Background: an optimization exercise with open tools, aiming at small area, a short achievable clock period and few clock cycles per item. Do not read the settings as production practice. No functional check of the RTL was part of any run shown here. Power is estimated from default activity; no workload was simulated.

==> flow/design.v, too long to show whole: its modules and the start of the top module <==
// module hlsm_dp_param: 1063 lines
// module hdp_fa: 4 lines
// module hdp_ha: 4 lines
// module hdp_gp: 4 lines
// module hdp_g: 3 lines
// module hdp_x2: 3 lines
// module hdp_mj: 3 lines
// module hdp_bs: 3 lines
module hlsm_dp_param (
  input  logic        Clk,
  input  logic        Rst,
  input  logic        Start,
  input  logic [31:0] a,
  input  logic [31:0] b,
  input  logic [31:0] c,
  output logic        Busy,
  output logic        Done,
  output logic [31:0] z,
  output logic [31:0] x,
  output logic        Ovf
);
  // ...
==> flow/flow/run.sh <==
#!/bin/bash
# Own layout flow: the standard flow (standard.sh) in three parts.
#  1. standard synthesis, unchanged;
#  2. flow/downsize.tcl: every combinational cell that synthesis mapped to a
#     drive strength above 1 is set to strength 1 (same function and pins); the
#     resizer later upsizes what timing needs;
#  3. the rest of the standard flow, with a tighter internal repair target for
#     setup (SETUP_SLACK_MARGIN; the SDC is unchanged) and buf_2 port buffers.
# Each tool's output goes to a log file of its own here (and ORFS's per-step
# logs under orfs/logs).
set -euo pipefail
MARGIN=${MARGIN:-7.5}
bash standard.sh synth > make_synth.log 2>&1
openroad -no_init -exit flow/downsize.tcl > downsize.log 2>&1
bash standard.sh SETUP_SLACK_MARGIN=$MARGIN \
  "BUFFER_PORTS_ARGS=-buffer_cell sky130_fd_sc_hd__buf_2" finish > make_finish.log 2>&1
==> flow/flow/downsize.tcl <==
# Set combinational cells of drive strength > 1 to strength 1 in 1_synth.odb.
set odb_file orfs/results/sky130hd/hlsm_dp_param/base/1_synth.odb
read_db $odb_file
set db [ord::get_db]
set n 0
foreach inst [[ord::get_db_block] getInsts] {
  set m [$inst getMaster]
  set name [$m getName]
  if {[regexp {^(sky130_fd_sc_hd__)(\w+)_([0-9]+)$} $name -> pre base size]} {
    if {$size <= 1} continue
    if {[regexp {^(df|edf|sdf|dl|clk|buf|inv|conb|tap|fill|decap)} $base]} continue
    set small [$db findMaster ${pre}${base}_1]
    if {$small eq "NULL" || $small eq ""} continue
    # same pin names required
    set p1 [lsort [lmap t [$m getMTerms] {$t getName}]]
    set p2 [lsort [lmap t [$small getMTerms] {$t getName}]]
    if {$p1 ne $p2} continue
    $inst swapMaster $small
    incr n
  }
}
puts "downsized $n cells"
write_db $odb_file
==> flow/standard.sh <==
#!/bin/bash
# synth_recipe.tcl (not shown) runs the flow's synth.tcl, then flattens the netlist and writes it again
# the make line also repeats each setting of config.mk as NAME=value (left out here)
make -C /OpenROAD-flow-scripts/flow DESIGN_CONFIG=/design/flow/config.mk WORK_HOME=/design/flow/orfs CLKGATE_MAP_FILE= SYNTH_SCRIPT=/design/flow/synth_recipe.tcl "${@:-finish}"
==> flow/config.mk <==
export PLATFORM = sky130hd
export DESIGN_NAME = hlsm_dp_param
export DESIGN_NICKNAME = hlsm_dp_param
export VERILOG_FILES = /design/flow/design.v
export SDC_FILE = /design/flow/constraint.sdc
export NUM_CORES = 4
export LEC_CHECK = 0
export CAP_MARGIN = 20
export CORE_MARGIN = 2
export CORE_UTILIZATION = 40
export CTS_BUF_LIST = sky130_fd_sc_hd__clkbuf_4 sky130_fd_sc_hd__clkbuf_8
export SLEW_MARGIN = 20
export SYNTH_HIERARCHICAL = 1
export SYNTH_MINIMUM_KEEP_SIZE = 0
==> flow/constraint.sdc <==
create_clock -name core_clock -period 12.5 [get_ports {Clk}]
set_input_delay 2.5000 -clock core_clock [delete_from_list [all_inputs] [get_ports {Clk}]]
set_output_delay 2.5000 -clock core_clock [all_outputs]
set_load 0.01 [all_outputs]
==> flow_summary.toml, run 1 <==
[run_status]
status = "no timing/DRC/antenna violations"

[worst_setup_path]
critPathKind = "flip-flop to primary output"
crit_top_cell = "a21o_1"
r2r_slack_ns = 7.52
cp-end-kind = "primary output"
cp-start-kind = "flip-flop"
crit_cells = 11
r2r_end = "xpr[27]$_DFFE_PP_"
slowest_delay_ns = 0.41
worstPathArrival_ns = 2.73
r2r_start = "bo[1]$_DFF_P_"
slowest_stage = "edfxtp_1"
worstPathCellList = "a21o_1, a21o_4, a21o_4, a21o_1, buf_12, a21o_1, nor2_1, nor2_1, o21a_1, o21bai_1, buf_2"

[final_layout]
fillers = 5370
layout.nets = 2981
final_core_util_pct = 48.44
largestClassByArea = "multi-input combinational cells"
seq_cell_count = 229
multiInputGateArea_um2 = 18180
clock_area_share_pct = 3.401

[power]
p_seq_share_pct = 17.3
fin_total_pwr_mw = 10.55
power-top-group = "combinational logic"
clkPwrFrac_pct = 8.1
comb_cell_power_mw = 7.87

[detailed_routing]
routed.top_layer = "met4"
wl_met3_um = 5569

[floorplan]
start_util_pct = 40.56
core_area_um2 = 59240
pin_count = 166

[placement]
gp_congestion = 0.9036
placed_cell_area_um2 = 26180
dp.cells = 3062

[grt]
grt_use_total_pct = 24.29
grt-ovfl-total = 0

[sta]
hold_viol = 0
worst_pin_slew_ns = 0.9174
rsz0062_at_grt = "yes"
slew_headroom_pct = 38.84
max_freq_mhz = 191.3

[flow_run]
maxCapViolCount = 0

[cts]
cts_buffer_depth = 3
path_clk_slew_ns = 0.06
cts_resized = 83
numCtsBuffers = 41
==> inputs of run 2 (changes only) <==
--- a/flow/design.v
+++ b/flow/design.v
@@ -35,31 +35,27 @@
       mm = (r == 0) ? 1'b0 : c[2*r-1];
       eo[r] = m0 ^ mm;
       et[r] = (m1 & ~m0 & ~mm) | (~m1 & m0 & mm);
       en[r] = m1;
     end
   end
   always_ff @(posedge Clk) begin
     ar <= a;
+    dr <= sd[31:0];
     bo <= eo;
     bt <= et;
     bn <= en;
   end
-  logic [31:0] er;
-  logic        gtr;
   always_ff @(posedge Clk) begin
     if (acc) begin
-      dr  <= sd[31:0];
-      er  <= se[31:0];
-      gtr <= gt;
+      z   <= gt ? sd[31:0] : se[31:0];
       ov1 <= sd[32] | se[32] | pair;
     end
   end
-  assign z = gtr ? dr : er;
   logic [32:0] pp [17];
   logic [32:0] ts, tc;
   logic [31:0] s3, c3, xp, xg, xpr, xgr;
   logic        c3r31;
   logic [7:0] bg, bp, bgr, bpr;
   logic        t32r, cfr, p32r;
   for (genvar r = 0; r < 17; r++) begin : g_row
     for (genvar k = 0; k < 33 - 2*r; k++) begin : g_bit
@@ -78,17 +74,17 @@
   end
   logic [32:0] xs;
   logic        ovk, ovm;
   assign x = xs[31:0];
   assign cfr  = bgr[7] | (bpr[7] & (bgr[6] | (bpr[6] & (bgr[5] | (bpr[5] & (bgr[4] | (bpr[4] & (bgr[3] | (bpr[3] & (bgr[2] | (bpr[2] & (bgr[1] | (bpr[1] & (bgr[0]))))))))))))));
   assign p32r = t32r ^ cfr;
   assign ovk = ov1 | p32r | (cfr & ~c3r31);
   assign ovm = cfr | ~c3r31;
-  assign Ovf = ovk | (ovm & ~xs[32]);
+  hdp_aon u_ovf (ovk, ovm, xs[32], Ovf);
   always_ff @(posedge Clk or posedge Rst) begin
     if (Rst) begin
       Busy <= 1'b0;
       Done <= 1'b0;
     end else begin
       Busy <= acc;
       Done <= Busy | (Done & ~acc);
     end
@@ -1071,16 +1067,19 @@
 endmodule
 module hdp_gp (input logic gh, input logic ph, input logic gl, input logic pl, output logic g, output logic p);
   assign g = gh | (ph & gl);
   assign p = ph & pl;
 endmodule
 module hdp_g (input logic gh, input logic ph, input logic gl, output logic g);
   assign g = gh | (ph & gl);
 endmodule
+module hdp_aon (input logic k, input logic m, input logic x, output logic y);
+  assign y = k | (m & ~x);
+endmodule
 module hdp_x2 (input logic a, input logic b, output logic y);
   assign y = a ^ b;
 endmodule
 module hdp_mj (input logic a, input logic b, input logic c, output logic y);
   assign y = (a & b) | (a & c) | (b & c);
 endmodule
 module hdp_bs (input logic one, input logic two, input logic neg, input logic a1, input logic a0, output logic p);
   assign p = ((one & a1) | (two & a0)) ^ neg;
--- a/flow/flow/run.sh
+++ b/flow/flow/run.sh
@@ -4,13 +4,13 @@
 #  2. flow/downsize.tcl: every combinational cell that synthesis mapped to a
 #     drive strength above 1 is set to strength 1 (same function and pins); the
 #     resizer later upsizes what timing needs;
 #  3. the rest of the standard flow, with a tighter internal repair target for
 #     setup (SETUP_SLACK_MARGIN; the SDC is unchanged) and buf_2 port buffers.
 # Each tool's output goes to a log file of its own here (and ORFS's per-step
 # logs under orfs/logs).
 set -euo pipefail
-MARGIN=${MARGIN:-7.5}
+MARGIN=${MARGIN:-9}
 bash standard.sh synth > make_synth.log 2>&1
 openroad -no_init -exit flow/downsize.tcl > downsize.log 2>&1
 bash standard.sh SETUP_SLACK_MARGIN=$MARGIN \
   "BUFFER_PORTS_ARGS=-buffer_cell sky130_fd_sc_hd__buf_2" finish > make_finish.log 2>&1
==> run 2 against run 1 <==
Sequential power up 3%; flip-flop and latch count fell by 1; combinational power increased by 21%; register-to-register slack better by 0.02 ns; design area up 12%; setup slack better by 0.11 ns; still clean; highest routed layer unchanged; critical endpoint is now x[31]; final cell count increased by 3.3%; utilization rose by 6.6 points; wire length rose by 11%; critical path type unchanged; die area down 1.7%; sequential share of layout area decreased by 3.3 points; non-clock buffer count increased by 80.
==> flow_summary.toml, run 2 <==
[grt]
antenna_found_initial = 2
grt_use_total_pct = 27.92
grt-ovfl-total = 0
grt_pass1_wl_um = 126300
grt_pass1_vias = 20430
grt_start_max_net_pins = 64

[floorplan]
dieArea_um2 = 60990
core_area_um2 = 58690
start_util_pct = 40.24
die_x_um = 247.0
pin_count = 166
row_count = 89
die_h_um = 247.0

[worst_hold_path]
hold_class = "flip-flop to flip-flop"
hp-start = "Done$_DFF_PP0_"
min_path_cells = 2

[final_layout]
layout.nets = 3090
multiInputGateArea_um2 = 20750
finalInstanceArea_um2 = 32280
final_common_cell = "a21o_1"
areaGrowthSynthToFinish_pct = 36.72
layout_common_cells = "a21o_1 (287), xnor2_1 (260), a22oi_1 (211)"
fillers = 4942
drive_gt1_share_pct = 38.03
final_core_util_pct = 55.01
final_cell_count_no_fill = 3352
final-seq-area_um2 = 5939

[cts]
numCtsBuffers = 42
cts_buffer_depth = 3
tritoncts = "yes"
hold_buffers = 0
cts_root_buf = "clkbuf_8"
htreeDepth = 2
path_clk_slew_ns = 0.06
insertion_delay_ns = 0.68
cts.sinks = 228

[worst_setup_path]
r2r_cells = 10
critPathMaxFanout = 8
slowest_delay_ns = 0.40
cp-end-kind = "primary output"
worstPathCellList = "a21o_1, a21o_4, a21o_4, a21o_4, buf_12, a21o_1, xor2_2, buf_2"
worstPathArrival_ns = 2.62
cp-start-kind = "flip-flop"
crit_top_cell = "a21o_4"
r2r_start = "bo[4]$_DFF_P_"
cp_data_required_time_ns = 10.00
slowest_stage = "edfxtp_1"
critPathKind = "flip-flop to primary output"
crit_start = "xpr[1]$_DFFE_PP_"

[sta]
max_freq_mhz = 195.5
fin_crit_sh_pct = 40.92
hold_slack_ns = 0.5892
hold_viol = 0
rsz0062_at_grt = "yes"
tns_ns = 0
slew_headroom_pct = 44.56
worst_pin_slew_ns = 0.8316
maxSlewViolCount = 0
skew_ns = 0.06642
setup_violations = 0
fin_ws_ns = 7.385
min_period_ns = 5.115

[placement]
preCtsSetupSlack_ns = 6.584
dp.cells = 3074
hpwl_um = 57800
gp_congestion = 0.9047
placed_cell_area_um2 = 26920
io_buffers = 165

[run_status]
status = "no timing/DRC/antenna violations"

[synthesis]
synth_area_um2 = 23610
synth-warning-count = 8
avgSynthCellArea_um2 = 11.11
syn_inst = 2125

[power]
ir_drop_uv = 701.5
powerDensity_nw_per_um2 = 380.8
fin_total_pwr_mw = 12.29
cellLeakagePower_nw = 13.64

[detailed_routing]
wl_um = 86000
via_per_inst = 5.851
ant_nets = 0
first_iter_violations = 1816
wl_per_cell_um = 25.66
drc_errors = 0
first_pass_iters = 6
via_count = 19610

[flow_run]
maxCapViolCount = 0
-- run 2: final timing paths --
kind | end | slack [ns]
min in group asynchronous | Busy$_DFF_PP0_ | 1.67
min | Done$_DFF_PP0_ | 0.59
max | x[31] | 7.38
max in group asynchronous | Busy$_DFF_PP0_ | 10.71
max reg2reg | xpr[30]$_DFFE_PP_ | 7.54
min reg2reg | Done$_DFF_PP0_ | 0.59
-- run 2: critical path: cells and delay by family, from the launching register on --
family | cells | cell delay [ns]
DFF | 1 | 0.40
AOI/OAI and AO/OA | 5 | 1.11
buffers and inverters | 2 | 0.28
xor gates and xnor gates | 1 | 0.14
-- run 2: timing repair --
action / CTS / global route
gates resized for setup: 355 / 96
gates cloned: 9 / 1
buffers inserted: 141 / 47
endpoints found under the setup margin: 187 / 188
pin swaps: 146 / 89
endpoints found under the hold margin: 0 / 0
-- run 2: power breakdown --
part	internal, mW	leakage (nW)	switching [mW]
clock	0.486	0.514	0.365
sequential	1.69	2.08	0.195
combinational	5.08	11.0	4.48
total	7.25	13.6	5.04
-- run 2: layout make-up --
type / instances / share of cell area [%]
Timing Repair Buffer: 368 / 10.45
Clock inverter: 21 / 0.8372
Antenna cell: 2 / 0.01550
Tap cell: 773 / 2.996
Clock buffer: 57 / 2.217
Multi-Input combinational cell: 1833 / 64.27
Sequential cell: 228 / 18.40
Inverter: 70 / 0.8139
-- run 2: metal layers --
metal	up-vias	track usage, %	part of all wire [%]
met5	-	0	0
met4	0	14.07	5.2
met3	246	5.144	8.1
met2	979	45.63	47
met1	9920	35.38	40
li1	8468	-	-

## separate check: timing with driven ports
Ports are ideal in the flow. The routed layouts listed here were re-timed in OpenROAD. Step 1 assumes that a clkbuf_16 drives the clock port and a buf_2 every other input. Step 2 moves the port delays by t, midway between the first and last clock arrival at a register: inputs arrive t later, outputs are due t later. That takes back most of the time a late clock gives input paths. a / b / c = ideal ports / drivers / drivers and shift; a / b = the first two.
| run | shift t [ns] | setup slack, ns | worst setup path after step 2 | pins driven straight from the clock port |
|---|---|---|---|---|
| run 1 | 0.677 | 7.273 / 7.218 / 6.841 | input to register | 1 |
| run 2 | 0.699 | 7.385 / 7.334 / 7.155 | input to register | 1 |
After both steps setup and hold are still met in every run listed. The setup slack of run 1, which loses most, moves by -0.055 ns with the drivers and by -0.432 ns with both steps.
